Background: an optimization exercise with open tools, aiming at small area and a short achievable clock period. Do not read the settings as production practice. Only simulation tests tie the RTL to the original design; equivalence was not proved. Power is estimated from default activity; no workload was simulated.

### flow/run.sh
#!/bin/bash
# Standard ORFS layout with three changes: port buffers are the smallest buffer, the clock tree is
# built from mid-size buffers without dummy loads, and the cells in flow/dont_use.txt (the
# platform's own don't-use list plus slow cells with four stacked transistors) are kept out of
# synthesis and repair. The registers come out of synthesis exactly as in the standard flow.
# Each step's output goes to its own log in this folder (ORFS's own logs are under orfs/logs).
set -euo pipefail
here=$(cd "$(dirname "$0")" && pwd)
dont_use="DONT_USE_CELLS=$(tr '\n' ' ' < "$here/dont_use.txt")"
export BUFFER_PORTS_ARGS="-buffer_cell sky130_fd_sc_hd__buf_1"
export CTS_ARGS="-sink_clustering_enable -repair_clock_nets -dont_use_dummy_load -buf_list {sky130_fd_sc_hd__clkbuf_4 sky130_fd_sc_hd__clkbuf_8} -sink_clustering_size 12 -sink_clustering_max_diameter 50"
bash standard.sh "$dont_use" synth > synth.log 2>&1
bash standard.sh "$dont_use" floorplan > floorplan.log 2>&1
bash standard.sh "$dont_use" place > place.log 2>&1
bash standard.sh "$dont_use" cts > cts.log 2>&1
bash standard.sh "$dont_use" finish > finish.log 2>&1
### flow/dont_use.txt
sky130_fd_sc_hd__probe_p_8
sky130_fd_sc_hd__probec_p_8
sky130_fd_sc_hd__lpflow_bleeder_1
sky130_fd_sc_hd__lpflow_clkbufkapwr_1
sky130_fd_sc_hd__lpflow_clkbufkapwr_16
sky130_fd_sc_hd__lpflow_clkbufkapwr_2
sky130_fd_sc_hd__lpflow_clkbufkapwr_4
sky130_fd_sc_hd__lpflow_clkbufkapwr_8
sky130_fd_sc_hd__lpflow_clkinvkapwr_1
sky130_fd_sc_hd__lpflow_clkinvkapwr_16
sky130_fd_sc_hd__lpflow_clkinvkapwr_2
sky130_fd_sc_hd__lpflow_clkinvkapwr_4
sky130_fd_sc_hd__lpflow_clkinvkapwr_8
sky130_fd_sc_hd__lpflow_decapkapwr_12
sky130_fd_sc_hd__lpflow_decapkapwr_3
sky130_fd_sc_hd__lpflow_decapkapwr_4
sky130_fd_sc_hd__lpflow_decapkapwr_6
sky130_fd_sc_hd__lpflow_decapkapwr_8
sky130_fd_sc_hd__lpflow_inputiso0n_1
sky130_fd_sc_hd__lpflow_inputiso0p_1
sky130_fd_sc_hd__lpflow_inputiso1n_1
sky130_fd_sc_hd__lpflow_inputiso1p_1
sky130_fd_sc_hd__lpflow_inputisolatch_1
sky130_fd_sc_hd__lpflow_isobufsrc_1
sky130_fd_sc_hd__lpflow_isobufsrc_16
sky130_fd_sc_hd__lpflow_isobufsrc_2
sky130_fd_sc_hd__lpflow_isobufsrc_4
sky130_fd_sc_hd__lpflow_isobufsrc_8
sky130_fd_sc_hd__lpflow_isobufsrckapwr_16
sky130_fd_sc_hd__lpflow_lsbuf_lh_hl_isowell_tap_1
sky130_fd_sc_hd__lpflow_lsbuf_lh_hl_isowell_tap_2
sky130_fd_sc_hd__lpflow_lsbuf_lh_hl_isowell_tap_4
sky130_fd_sc_hd__lpflow_lsbuf_lh_isowell_4
sky130_fd_sc_hd__lpflow_lsbuf_lh_isowell_tap_1
sky130_fd_sc_hd__lpflow_lsbuf_lh_isowell_tap_2
sky130_fd_sc_hd__lpflow_lsbuf_lh_isowell_tap_4
sky130_fd_sc_hd__nor4_1
sky130_fd_sc_hd__nor4_2
sky130_fd_sc_hd__nor4_4
sky130_fd_sc_hd__or4_1
sky130_fd_sc_hd__or4_2
sky130_fd_sc_hd__or4_4
sky130_fd_sc_hd__nor4b_1
sky130_fd_sc_hd__nor4b_2
sky130_fd_sc_hd__nor4b_4
sky130_fd_sc_hd__or4b_1
sky130_fd_sc_hd__or4b_2
sky130_fd_sc_hd__or4b_4
sky130_fd_sc_hd__or4bb_1
sky130_fd_sc_hd__or4bb_2
sky130_fd_sc_hd__or4bb_4
sky130_fd_sc_hd__a2111oi_0
sky130_fd_sc_hd__a2111oi_1
sky130_fd_sc_hd__a2111oi_2
sky130_fd_sc_hd__a2111oi_4
sky130_fd_sc_hd__a2111o_1
sky130_fd_sc_hd__a2111o_2
sky130_fd_sc_hd__a2111o_4
sky130_fd_sc_hd__o2111ai_1
sky130_fd_sc_hd__o2111ai_2
sky130_fd_sc_hd__o2111ai_4
sky130_fd_sc_hd__o2111a_1
sky130_fd_sc_hd__o2111a_2
sky130_fd_sc_hd__o2111a_4
sky130_fd_sc_hd__o41ai_1
sky130_fd_sc_hd__o41ai_2
sky130_fd_sc_hd__o41ai_4
sky130_fd_sc_hd__o41a_1
sky130_fd_sc_hd__o41a_2
sky130_fd_sc_hd__o41a_4
sky130_fd_sc_hd__a41oi_1
sky130_fd_sc_hd__a41oi_2
sky130_fd_sc_hd__a41oi_4
sky130_fd_sc_hd__a41o_1
sky130_fd_sc_hd__a41o_2
sky130_fd_sc_hd__a41o_4
sky130_fd_sc_hd__o311ai_0
sky130_fd_sc_hd__o311ai_1
sky130_fd_sc_hd__o311ai_2
sky130_fd_sc_hd__o311ai_4
sky130_fd_sc_hd__o311a_1
sky130_fd_sc_hd__o311a_2
sky130_fd_sc_hd__o311a_4
sky130_fd_sc_hd__a311oi_1
sky130_fd_sc_hd__a311oi_2
sky130_fd_sc_hd__a311oi_4
sky130_fd_sc_hd__a311o_1
sky130_fd_sc_hd__a311o_2
sky130_fd_sc_hd__a311o_4
sky130_fd_sc_hd__o2111ai_1
### standard.sh
#!/bin/bash
# synth_recipe.tcl (not shown) runs the flow's synth.tcl, then flattens the netlist and writes it again
# the make line also repeats each setting of config.mk as NAME=value (left out here)
make -C /OpenROAD-flow-scripts/flow DESIGN_CONFIG=/design/flow/config.mk WORK_HOME=/design/flow/orfs CLKGATE_MAP_FILE= SYNTH_SCRIPT=/design/flow/synth_recipe.tcl "${@:-finish}"
### config.mk
export PLATFORM = sky130hd
export DESIGN_NAME = acw_top
export DESIGN_NICKNAME = acw_top
export VERILOG_FILES = /design/flow/design.v
export SDC_FILE = /design/flow/constraint.sdc
export NUM_CORES = 4
export LEC_CHECK = 0
export CAP_MARGIN = 20
export CORE_MARGIN = 2
export CORE_UTILIZATION = 70
export SETUP_SLACK_MARGIN = 3.0
export SLEW_MARGIN = 20
### constraint.sdc
create_clock -name core_clock -period 8.0 [get_ports {clk}]
set_input_delay 1.6000 -clock core_clock [delete_from_list [all_inputs] [get_ports {clk}]]
set_output_delay 1.6000 -clock core_clock [all_outputs]
set_load 0.01 [all_outputs]
### design.v
package acw_pkg;
	typedef logic [31:0] addr_t;
	typedef logic [31:0] data_t;
	typedef logic [31:0] region_addr_t;
	typedef logic [7:0] reg_idx_t;
	typedef enum logic [1:0] {
		mode_off   = 2'd0,
		mode_tor   = 2'd1,
		mode_napot = 2'd3
	} region_mode_e;
	typedef enum logic [1:0] {
		st_idle        = 2'd0,
		st_block_start = 2'd1,
		st_block_idle  = 2'd2,
		st_block_err   = 2'd3
	} block_state_e;
	localparam reg_idx_t reg_go_idle     = 8'd0;
	localparam reg_idx_t reg_denied_addr = 8'd1;
	localparam reg_idx_t reg_denied_type = 8'd2;
	localparam reg_idx_t reg_state       = 8'd3;
	localparam reg_idx_t reg_intr_state  = 8'd4;
	localparam reg_idx_t reg_intr_enable = 8'd5;
	localparam int NUM_CTRL_REGS = 6;
	localparam int CFG_READ_BIT  = 0;
	localparam int CFG_WRITE_BIT = 1;
	localparam int CFG_MODE_LSB  = 3;
	localparam int CFG_MODE_MSB  = 4;
endpackage
`timescale 1ns/1ps
module acw_csr_bank #(
	parameter int          NUM_REGIONS = 8,
	parameter logic [21:0] BASE_ADDR   = 22'h0
) (
	input  logic                                    clk,
	input  logic                                    rst,
	input  logic                                    cpu_req_i,
	input  logic                                    cpu_write_i,
	input  acw_pkg::addr_t                          cpu_addr_i,
	input  acw_pkg::data_t                          cpu_wdata_i,
	output logic                                    cpu_rsp_valid_o,
	output acw_pkg::data_t                          cpu_rsp_rdata_o,
	output logic                                    cpu_rsp_err_o,
	output logic [NUM_REGIONS-1:0][7:0]             region_cfg_o,
	output logic [NUM_REGIONS/4-1:0]                cfg_vld_o,
	output acw_pkg::region_addr_t [NUM_REGIONS-1:0] region_addr_o,
	output logic [NUM_REGIONS-1:0]                  addr_vld_o,
	input  logic                                    deny_i,
	input  acw_pkg::addr_t                          denied_addr_i,
	input  logic                                    denied_write_i,
	input  logic [1:0]                              state_i,
	output logic                                    go_idle_o,
	output logic                                    irq_o
);
	localparam int NUM_CFG_WORDS = NUM_REGIONS / 4;
	localparam int CFG_BASE      = acw_pkg::NUM_CTRL_REGS;
	localparam int ADDR_BASE     = CFG_BASE + NUM_CFG_WORDS;
	localparam int NUM_MAPPED    = ADDR_BASE + NUM_REGIONS;
	acw_pkg::reg_idx_t idx;
	logic base_hit;
	logic read_only;
	logic req_err;
	logic wr_en;
	logic rd_ok;
	logic [NUM_CFG_WORDS-1:0] cfg_sel;
	logic [NUM_REGIONS-1:0] addr_sel;
	acw_pkg::data_t rdata_d;
	logic [NUM_CFG_WORDS-1:0][31:0] cfg_q;
	logic [NUM_CFG_WORDS-1:0] cfg_vld_q;
	acw_pkg::region_addr_t [NUM_REGIONS-1:0] addr_q;
	logic [NUM_REGIONS-1:0] addr_vld_q;
	acw_pkg::addr_t denied_addr_q;
	logic denied_vld_q;
	logic denied_write_q;
	logic intr_state_q;
	logic intr_enable_q;
	logic go_idle_q;
	logic rsp_valid_q;
	logic rsp_err_q;
	acw_pkg::data_t rsp_rdata_q;
	always_comb begin
		idx = cpu_addr_i[9:2];
		base_hit = (cpu_addr_i[31:10] == BASE_ADDR);
		read_only = (idx == acw_pkg::reg_denied_addr) || (idx == acw_pkg::reg_denied_type) ||
			(idx == acw_pkg::reg_state);
		req_err = !base_hit || (cpu_addr_i[1:0] != 2'b00) || (int'(idx) >= NUM_MAPPED) ||
			(cpu_write_i && read_only) || (!cpu_write_i && (idx == acw_pkg::reg_go_idle));
		wr_en = cpu_req_i && cpu_write_i && !req_err;
		rd_ok = !cpu_write_i && !req_err;
		for (int k = 0; k < NUM_CFG_WORDS; k++) begin
			cfg_sel[k] = (int'(idx) == CFG_BASE + k);
		end
		for (int i = 0; i < NUM_REGIONS; i++) begin
			addr_sel[i] = (int'(idx) == ADDR_BASE + i);
		end
	end
	always_comb begin
		rdata_d = '0;
		if (idx == acw_pkg::reg_denied_addr && denied_vld_q) rdata_d = rdata_d | denied_addr_q;
		if (idx == acw_pkg::reg_denied_type) rdata_d[0] = rdata_d[0] | denied_write_q;
		if (idx == acw_pkg::reg_state) rdata_d[1:0] = rdata_d[1:0] | state_i;
		if (idx == acw_pkg::reg_intr_state) rdata_d[31] = rdata_d[31] | intr_state_q;
		if (idx == acw_pkg::reg_intr_enable) rdata_d[31] = rdata_d[31] | intr_enable_q;
		for (int k = 0; k < NUM_CFG_WORDS; k++) begin
			if (cfg_sel[k] && cfg_vld_q[k]) rdata_d = rdata_d | cfg_q[k];
		end
		for (int i = 0; i < NUM_REGIONS; i++) begin
			if (addr_sel[i] && addr_vld_q[i]) rdata_d = rdata_d | addr_q[i];
		end
		if (!rd_ok) rdata_d = '0;
	end
	always_ff @(posedge clk, negedge rst) begin
		if (!rst) begin
			cfg_vld_q <= '0;
			addr_vld_q <= '0;
			denied_vld_q <= 1'b0;
			denied_write_q <= 1'b0;
			intr_state_q <= 1'b0;
			intr_enable_q <= 1'b0;
			go_idle_q <= 1'b0;
			rsp_valid_q <= 1'b0;
			rsp_err_q <= 1'b0;
		end else begin
			rsp_valid_q <= cpu_req_i;
			rsp_err_q <= cpu_req_i && req_err;
			go_idle_q <= wr_en && (idx == acw_pkg::reg_go_idle);
			if (wr_en) begin
				for (int k = 0; k < NUM_CFG_WORDS; k++) begin
					if (cfg_sel[k]) cfg_vld_q[k] <= 1'b1;
				end
				for (int i = 0; i < NUM_REGIONS; i++) begin
					if (addr_sel[i]) addr_vld_q[i] <= 1'b1;
				end
				if (idx == acw_pkg::reg_intr_enable) begin
					intr_enable_q <= cpu_wdata_i[31];
				end
			end
			if (deny_i) begin
				intr_state_q <= 1'b1;
			end else if (wr_en && (idx == acw_pkg::reg_intr_state)) begin
				intr_state_q <= 1'b0;
			end
			if (deny_i) begin
				denied_vld_q <= 1'b1;
				denied_write_q <= denied_write_i;
			end
		end
	end
	always_ff @(posedge clk) begin
		if (wr_en) begin
			for (int k = 0; k < NUM_CFG_WORDS; k++) begin
				if (cfg_sel[k]) cfg_q[k] <= cpu_wdata_i;
			end
			for (int i = 0; i < NUM_REGIONS; i++) begin
				if (addr_sel[i]) addr_q[i] <= cpu_wdata_i;
			end
		end
		if (deny_i) begin
			denied_addr_q <= denied_addr_i;
		end
		rsp_rdata_q <= rdata_d;
	end
	assign cpu_rsp_valid_o = rsp_valid_q;
	assign cpu_rsp_rdata_o = rsp_rdata_q;
	assign cpu_rsp_err_o = rsp_err_q;
	for (genvar r = 0; r < NUM_REGIONS; r++) begin : gen_cfg_out
		assign region_cfg_o[r] = cfg_q[r/4][8*(r%4) +: 8];
	end
	assign cfg_vld_o = cfg_vld_q;
	assign region_addr_o = addr_q;
	assign addr_vld_o = addr_vld_q;
	assign go_idle_o = go_idle_q;
	assign irq_o = intr_state_q & intr_enable_q;
endmodule
`timescale 1ns/1ps
module acw_region_match (
	input  acw_pkg::region_addr_t addr_reg_i,
	input  acw_pkg::addr_t        req_addr_i,
	output logic                  lt_o,
	output logic                  napot_o
);
	acw_pkg::region_addr_t word_addr;
	logic [31:0] ign;
	assign word_addr = {2'b00, req_addr_i[31:2]};
	assign lt_o = word_addr < addr_reg_i;
	always_comb begin
		ign[0] = 1'b1;
		for (int j = 1; j < 32; j++) begin
			ign[j] = ign[j-1] & addr_reg_i[j-1];
		end
	end
	assign napot_o = &(ign | ~(word_addr ^ addr_reg_i));
endmodule
`timescale 1ns/1ps
module acw_perm_resolve #(
	parameter int NUM_REGIONS = 8
) (
	input  logic [NUM_REGIONS-1:0]      lt_i,
	input  logic [NUM_REGIONS-1:0]      napot_i,
	input  logic [NUM_REGIONS-1:0]      addr_vld_i,
	input  logic                        low_zero_i,
	input  logic [NUM_REGIONS-1:0]      tor_en_i,
	input  logic [NUM_REGIONS-1:0]      napot_en_i,
	input  logic [NUM_REGIONS-1:0]      allow_i,
	output logic                        permit_o
);
	logic [NUM_REGIONS-1:0] below;
	logic [NUM_REGIONS-1:0] hit;
	logic found;
	always_comb begin
		for (int i = 0; i < NUM_REGIONS; i++) begin
			below[i] = addr_vld_i[i] & lt_i[i];
		end
		for (int i = 0; i < NUM_REGIONS; i++) begin
			hit[i] = (tor_en_i[i] & below[i] & ((i == 0) ? 1'b1 : ~below[(i == 0) ? 0 : i-1])) |
				(napot_en_i[i] & (addr_vld_i[i] ? napot_i[i] : low_zero_i));
		end
		found = 1'b0;
		permit_o = 1'b0;
		for (int i = 0; i < NUM_REGIONS; i++) begin
			if (hit[i] && !found) begin
				found = 1'b1;
				permit_o = allow_i[i];
			end
		end
	end
endmodule
`timescale 1ns/1ps
module acw_block_fsm (
	input  logic                  clk,
	input  logic                  rst,
	input  logic                  host_valid_i,
	output logic                  host_ready_o,
	output logic                  host_rsp_valid_o,
	output acw_pkg::data_t        host_rsp_rdata_o,
	output logic                  host_rsp_err_o,
	input  logic                  host_rsp_ready_i,
	output logic                  dev_valid_o,
	input  logic                  dev_ready_i,
	input  logic                  dev_rsp_valid_i,
	input  acw_pkg::data_t        dev_rsp_rdata_i,
	input  logic                  dev_rsp_err_i,
	output logic                  dev_rsp_ready_o,
	input  logic                  permit_i,
	input  logic                  go_idle_i,
	output logic                  deny_o,
	output logic [1:0]            state_o
);
	logic [1:0] state_q;
	logic [1:0] state_d;
	logic idle;
	logic err_rsp;
	always_ff @(posedge clk, negedge rst) begin
		if (!rst) begin
			state_q <= 2'd0;
		end else begin
			state_q <= state_d;
		end
	end
	assign idle = (state_q == 2'd0);
	assign err_rsp = state_q[0] ^ state_q[1];
	assign host_ready_o = idle & dev_ready_i;
	assign dev_valid_o = idle & host_valid_i & permit_i;
	assign deny_o = idle & host_valid_i & dev_ready_i & ~permit_i;
	always_comb begin
		state_d = state_q;
		case (state_q)
			2'd0: if (deny_o) state_d = 2'd1;
			2'd1: begin
				if (host_rsp_ready_i && go_idle_i) state_d = 2'd0;
				else if (go_idle_i) state_d = 2'd2;
				else if (host_rsp_ready_i) state_d = 2'd3;
			end
			2'd2: if (host_rsp_ready_i) state_d = 2'd0;
			default: if (go_idle_i) state_d = 2'd0;
		endcase
	end
	assign host_rsp_valid_o = err_rsp | dev_rsp_valid_i;
	assign host_rsp_rdata_o = err_rsp ? 32'd0 : dev_rsp_rdata_i;
	assign host_rsp_err_o = err_rsp | dev_rsp_err_i;
	assign dev_rsp_ready_o = ~err_rsp & host_rsp_ready_i;
	assign state_o = state_q;
endmodule
`timescale 1ns/1ps
module acw_top #(
	parameter int          NUM_REGIONS = 8,
	parameter logic [21:0] BASE_ADDR   = 22'h0
) (
	input  logic           clk,
	input  logic           rst,
	input  logic           host_valid_i,
	input  acw_pkg::addr_t host_addr_i,
	input  logic           host_write_i,
	input  acw_pkg::data_t host_wdata_i,
	output logic           host_ready_o,
	output logic           host_rsp_valid_o,
	output acw_pkg::data_t host_rsp_rdata_o,
	output logic           host_rsp_err_o,
	input  logic           host_rsp_ready_i,
	output logic           dev_valid_o,
	output acw_pkg::addr_t dev_addr_o,
	output logic           dev_write_o,
	output acw_pkg::data_t dev_wdata_o,
	input  logic           dev_ready_i,
	input  logic           dev_rsp_valid_i,
	input  acw_pkg::data_t dev_rsp_rdata_i,
	input  logic           dev_rsp_err_i,
	output logic           dev_rsp_ready_o,
	input  logic           cpu_req_i,
	input  logic           cpu_write_i,
	input  acw_pkg::addr_t cpu_addr_i,
	input  acw_pkg::data_t cpu_wdata_i,
	output logic           cpu_rsp_valid_o,
	output acw_pkg::data_t cpu_rsp_rdata_o,
	output logic           cpu_rsp_err_o,
	output logic           irq_o
);
	logic [NUM_REGIONS-1:0][7:0] region_cfg;
	logic [NUM_REGIONS/4-1:0] cfg_vld;
	acw_pkg::region_addr_t [NUM_REGIONS-1:0] region_addr;
	logic [NUM_REGIONS-1:0] addr_vld;
	logic [NUM_REGIONS-1:0] lt;
	logic [NUM_REGIONS-1:0] napot;
	logic [NUM_REGIONS-1:0] tor_en;
	logic [NUM_REGIONS-1:0] napot_en;
	logic [NUM_REGIONS-1:0] allow;
	logic low_zero;
	logic permit;
	logic deny;
	logic [1:0] state;
	logic go_idle;
	acw_csr_bank #(
		.NUM_REGIONS(NUM_REGIONS),
		.BASE_ADDR  (BASE_ADDR)
	) csr_bank_inst (
		.clk            (clk),
		.rst            (rst),
		.cpu_req_i      (cpu_req_i),
		.cpu_write_i    (cpu_write_i),
		.cpu_addr_i     (cpu_addr_i),
		.cpu_wdata_i    (cpu_wdata_i),
		.cpu_rsp_valid_o(cpu_rsp_valid_o),
		.cpu_rsp_rdata_o(cpu_rsp_rdata_o),
		.cpu_rsp_err_o  (cpu_rsp_err_o),
		.region_cfg_o   (region_cfg),
		.cfg_vld_o      (cfg_vld),
		.region_addr_o  (region_addr),
		.addr_vld_o     (addr_vld),
		.deny_i         (deny),
		.denied_addr_i  (host_addr_i),
		.denied_write_i (host_write_i),
		.state_i        (state),
		.go_idle_o      (go_idle),
		.irq_o          (irq_o)
	);
	for (genvar i = 0; i < NUM_REGIONS; i++) begin : gen_region
		acw_region_match region_match_inst (
			.addr_reg_i(region_addr[i]),
			.req_addr_i(host_addr_i),
			.lt_o      (lt[i]),
			.napot_o   (napot[i])
		);
		assign tor_en[i] = cfg_vld[i/4] &
			(region_cfg[i][acw_pkg::CFG_MODE_MSB:acw_pkg::CFG_MODE_LSB] == acw_pkg::mode_tor);
		assign napot_en[i] = cfg_vld[i/4] &
			(region_cfg[i][acw_pkg::CFG_MODE_MSB:acw_pkg::CFG_MODE_LSB] == acw_pkg::mode_napot);
		assign allow[i] = host_write_i ? region_cfg[i][acw_pkg::CFG_WRITE_BIT] :
			region_cfg[i][acw_pkg::CFG_READ_BIT];
	end
	assign low_zero = (host_addr_i[31:3] == 29'd0);
	acw_perm_resolve #(
		.NUM_REGIONS(NUM_REGIONS)
	) perm_resolve_inst (
		.lt_i      (lt),
		.napot_i   (napot),
		.addr_vld_i(addr_vld),
		.low_zero_i(low_zero),
		.tor_en_i  (tor_en),
		.napot_en_i(napot_en),
		.allow_i   (allow),
		.permit_o  (permit)
	);
	acw_block_fsm block_fsm_inst (
		.clk             (clk),
		.rst             (rst),
		.host_valid_i    (host_valid_i),
		.host_ready_o    (host_ready_o),
		.host_rsp_valid_o(host_rsp_valid_o),
		.host_rsp_rdata_o(host_rsp_rdata_o),
		.host_rsp_err_o  (host_rsp_err_o),
		.host_rsp_ready_i(host_rsp_ready_i),
		.dev_valid_o     (dev_valid_o),
		.dev_ready_i     (dev_ready_i),
		.dev_rsp_valid_i (dev_rsp_valid_i),
		.dev_rsp_rdata_i (dev_rsp_rdata_i),
		.dev_rsp_err_i   (dev_rsp_err_i),
		.dev_rsp_ready_o (dev_rsp_ready_o),
		.permit_i        (permit),
		.go_idle_i       (go_idle),
		.deny_o          (deny),
		.state_o         (state)
	);
	assign dev_addr_o = host_addr_i;
	assign dev_write_o = host_write_i;
	assign dev_wdata_o = host_wdata_i;
endmodule
==> summary.txt <==
==> layout make-up <==
| cell class | count | area, um2 |
|---|---|---|
| repair buffers | 324 | 1876 |
| well taps | 455 | 569.3 |
| inverters | 253 | 949.7 |
| flip-flops and latches | 403 | 11690 |
| multi-input cells | 1625 | 12400 |
| fillers | 2060 | 6445 |
| clock buffers | 45 | 619.3 |
==> power by group through the flow <==
stage | Sequential [mW] | Combinational (mW) | Clock [mW]
3_3_place_gp | 2.35 | 0.480 | 0
3_5_place_dp | 2.35 | 0.498 | 0
2_1_floorplan | 2.34 | 0.295 | 0
6_report | 2.30 | 0.594 | 1.22
4_1_cts | 2.30 | 0.525 | 1.20
5_1_grt | 2.30 | 0.628 | 1.27
==> flip-flops by register name, summed over array words and instances, names as in the netlist, 2 cells and up <==
register                     flops
csr_bank_inst.rsp_rdata_q       32
csr_bank_inst.cfg_vld_q          2
block_fsm_inst.state_q           2
csr_bank_inst.cfg_q             64
csr_bank_inst.addr_q           256
csr_bank_inst.addr_vld_q         8
csr_bank_inst.denied_addr_q     32
==> worst register-to-register path, cell delays in order, from the launching register on <==
cell	delay (ns)
edfxtp_1	0.46
and4_1	0.62
nor3b_2	0.67
and4_1	0.32
o22ai_1	0.09
and4b_1	0.31
nand4_1	0.24
and2_4	0.26
a31oi_4	0.19
a221oi_4	0.12
nor3_4	0.36
nand4_2	0.33
inv_1	0.24
buf_6	0.37
==> layer usage <==
layer  wire length [um]  GRT usage [%]  vias up
li1                   -              -     9547
met1              30080          63.64    10880
met2              41090          75.77     2558
met3              17870          19.85      661
met4               9205          35.21       12
met5                167              0        -
==> cells in the mapped netlist (33+ instances only) <==
library cell    n
and4_1         33
a31oi_1        61
nand2_1       112
inv_1         253
nor2_1        139
nand3_1       120
nor2b_1        44
edfxtp_1      352
o21ai_0        71
and3_1         46
buf_4          65
ha_1          235
a21oi_1       173
a22oi_1       159
nor3_1         78
nand4_1        57
clkbuf_1       45
==> timing repair <==
| action | 4_1_cts | 5_1_grt |
|---|---|---|
| pin swaps | 30 | 56 |
| gates cloned | 2 | 5 |
| gates resized for setup | 128 | 123 |
| buffers inserted | 19 | 21 |
| setup endpoints to repair | 71 | 136 |
==> worst paths after layout <==
kind | startpoint | endpoint | slack, ns | depth (start not counted)
worst max-delay path | host_addr_i[22] | dev_valid_o | 1.85 | 15
worst min-delay path | csr_bank_inst.denied_vld_q | csr_bank_inst.denied_vld_q | 0.48 | 1
worst max register to register | csr_bank_inst.addr_q[104] | csr_bank_inst.denied_addr_q[25] | 2.99 | 13
worst min register to register | csr_bank_inst.denied_vld_q | csr_bank_inst.denied_vld_q | 0.48 | 1
max in group asynchronous | rst | block_fsm_inst.state_q[1] | 6.77 | 2
min in group asynchronous | rst | csr_bank_inst.addr_vld_q[5] | 0.93 | 2
==> logic make-up after synthesis <==
| kind of cell | Yosys count | share of synthesized area (%) |
|---|---|---|
| and+or+nand+nor | 729 | 16.02 |
| AOI/OAI and AO/OA | 646 | 17.31 |
| DFF | 403 | 47.56 |
| buffers and inverters | 370 | 6.655 |
| adders and majority gates | 235 | 11.97 |
| muxes | 11 | 0.4939 |
==> metrics by stage <==
step / utilization [%] / hold slack (ns)
CTS: 78.69 / 0.4778
global route: 81.34 / 0.4880
detailed placement: 74.68 / 0.4589
global placement: 74.68 / 0.4414
finish: 81.34 / 0.4791
floorplan: - / 0.4253
==> flow_summary.yaml <==
status:
  outcome: "complete, no violations"
worst_setup_path:
  cp-start-kind: "primary input"
  crit_fanout: 5
  critPathKind: "in2out"
  worst_path_max_delay_cell: "nor3_4"
  crit_top_cell: "nor3_4"
  crit_chain: "buf_12, buf_12, ha_4, nand4_1, nor3_4, o211ai_1, a211oi_2, nor3_4, mux2_4, a31oi_4, o21ai_2, a221oi_4, nor3_4, nor2_2, buf_2"
  path_delay_family: "compound AO/OA/AOI/OAI gates"
  required_ns: 6.40
  critPathBufInv: 3
  crit_arrival_ns: 4.55
  cpPeakStageDelay_ns: 0.36
  cp-end-kind: "primary output"
clock_network:
  htreeDepth: 2
  cts.path.max_buffers: 3
  clock-sinks: 403
  insertion_delay_ns: 0.68
  cts-root-buf: "clkbuf_8"
  cts_buffers: 45
  cts_tree: "built"
  cts_hold_buf: 0
  clkSlewWorstSetupHoldPaths_ns: 0.08
yosys:
  synth-edff-count: 352
  syn-instance-count: 2394
  netlist_area_um2: 24570
  ys_seq_area_share_pct: 47.56
  ys.flop_type: "edfxtp_1"
  yosysTopAreaCell: "edfxtp_1"
  yosys_register_bits: 403
  yosys.area.top_type_share_pct: 43.01
  syn_area_per_cell_um2: 10.26
  yosys-top-cells-area: "edfxtp_1, ha_1, a22oi_1"
  syn_nets: 2799
  synthDistinctLibCells: 76
  ys.warnings.count: 4
  async_reset_ff_share_pct: 4.715
finish:
  area_delta_synth_final_pct: 14.34
  final_design_area_no_fill_um2: 28100
  layout_common_cells: "edfxtp_1, inv_1, buf_1, ha_1, a21oi_1"
  drive_gt1_share_pct: 12.49
  nets: 3057
  final_common_cell: "edfxtp_1"
  antenna_cells: 0
  finalNonFillerCells: 3105
placement:
  hpwl_um: 69980
  placed_area_um2: 25800
  gp_congestion: 1.161
  pre_cts_ws_ns: 1.037
  dp_cells: 3012
  io_buffer_count: 242
timing:
  rsz0062_at_grt: "yes"
  period_minus_slack_ns: 6.152
  fin_crit_sh_pct: 76.91
  setup_ws_ns: 1.848
  hold_viol_final: 0
  finalMaxSlewViolations: 0
  maxClockFrequency_mhz: 162.5
  tns_ns: 0
  worst_pin_slew_ns: 1.152
  fin_skew_ns: 0.09310
  setup-violations-final: 0
  slew_headroom_pct: 23.08
run:
  cap_violations: 0
power:
  pwr-share-comb_pct: 14.4
  power_density_nw_per_um2: 146.4
  power_switching_mw: 1.111
  clkPwrFrac_pct: 29.6
  p_int_mw: 3.003
  swShare_pct: 27.01
  power.share.sequential_pct: 55.9
  power_mw: 4.114
  ir_drop_mv: 0.1916
  leakagePower_nw: 10.57
route:
  drtIter0Drc: 4223
  routed_wirelength_um: 98400
  firstDrtPassIters: 9
  final_antenna_net_count: 0
  wl_per_cell_um: 31.69
  drc: 0
  vias_per_cell: 7.620
  vias: 23660
die:
  dieArea_um2: 36620
  die_h_um: 191.4
  start_util_pct: 71.14
  num_rows: 68
  coreArea_um2: 34540
  ios: 307
  die_w_um: 191.4
global_route:
  grt_pass1_vias: 22240
  antenna_found_initial: 6
  grt_pass1_wl_um: 136500
  grt_overflow: 0
  grt_max_degree: 36
  gr-usage-all-layers_pct: 51.83
worst_hold_path:
  hold_path.class: "reg2reg"

static timing again, ports no longer ideal:
How much do the figures lean on ideal ports? The routed layout below was timed once more, with nothing changed but the port constraints.
Step 1 assumes that a clkbuf_16 drives the clock port and a buf_2 every other input.
Step 2, shift: input delay + t, output delay - t, t = (earliest + latest rising clock arrival at the registers) / 2. This alone moves slack from input paths to output paths.
Slacks: ideal ports / drivers / drivers and shift; pairs: ideal ports / drivers.
t (ns): 0.690
setup WS [ns]: 1.848 / 1.754 / 1.754
worst setup path after step 2: input to output
latest minus earliest clock arrival (ns): 0.093 / 0.094
pins driven straight from the clock port: 1
After both steps this run still meets setup and hold. For this run, drivers alone change the setup slack by -0.094 ns; drivers and shift together by -0.094 ns.
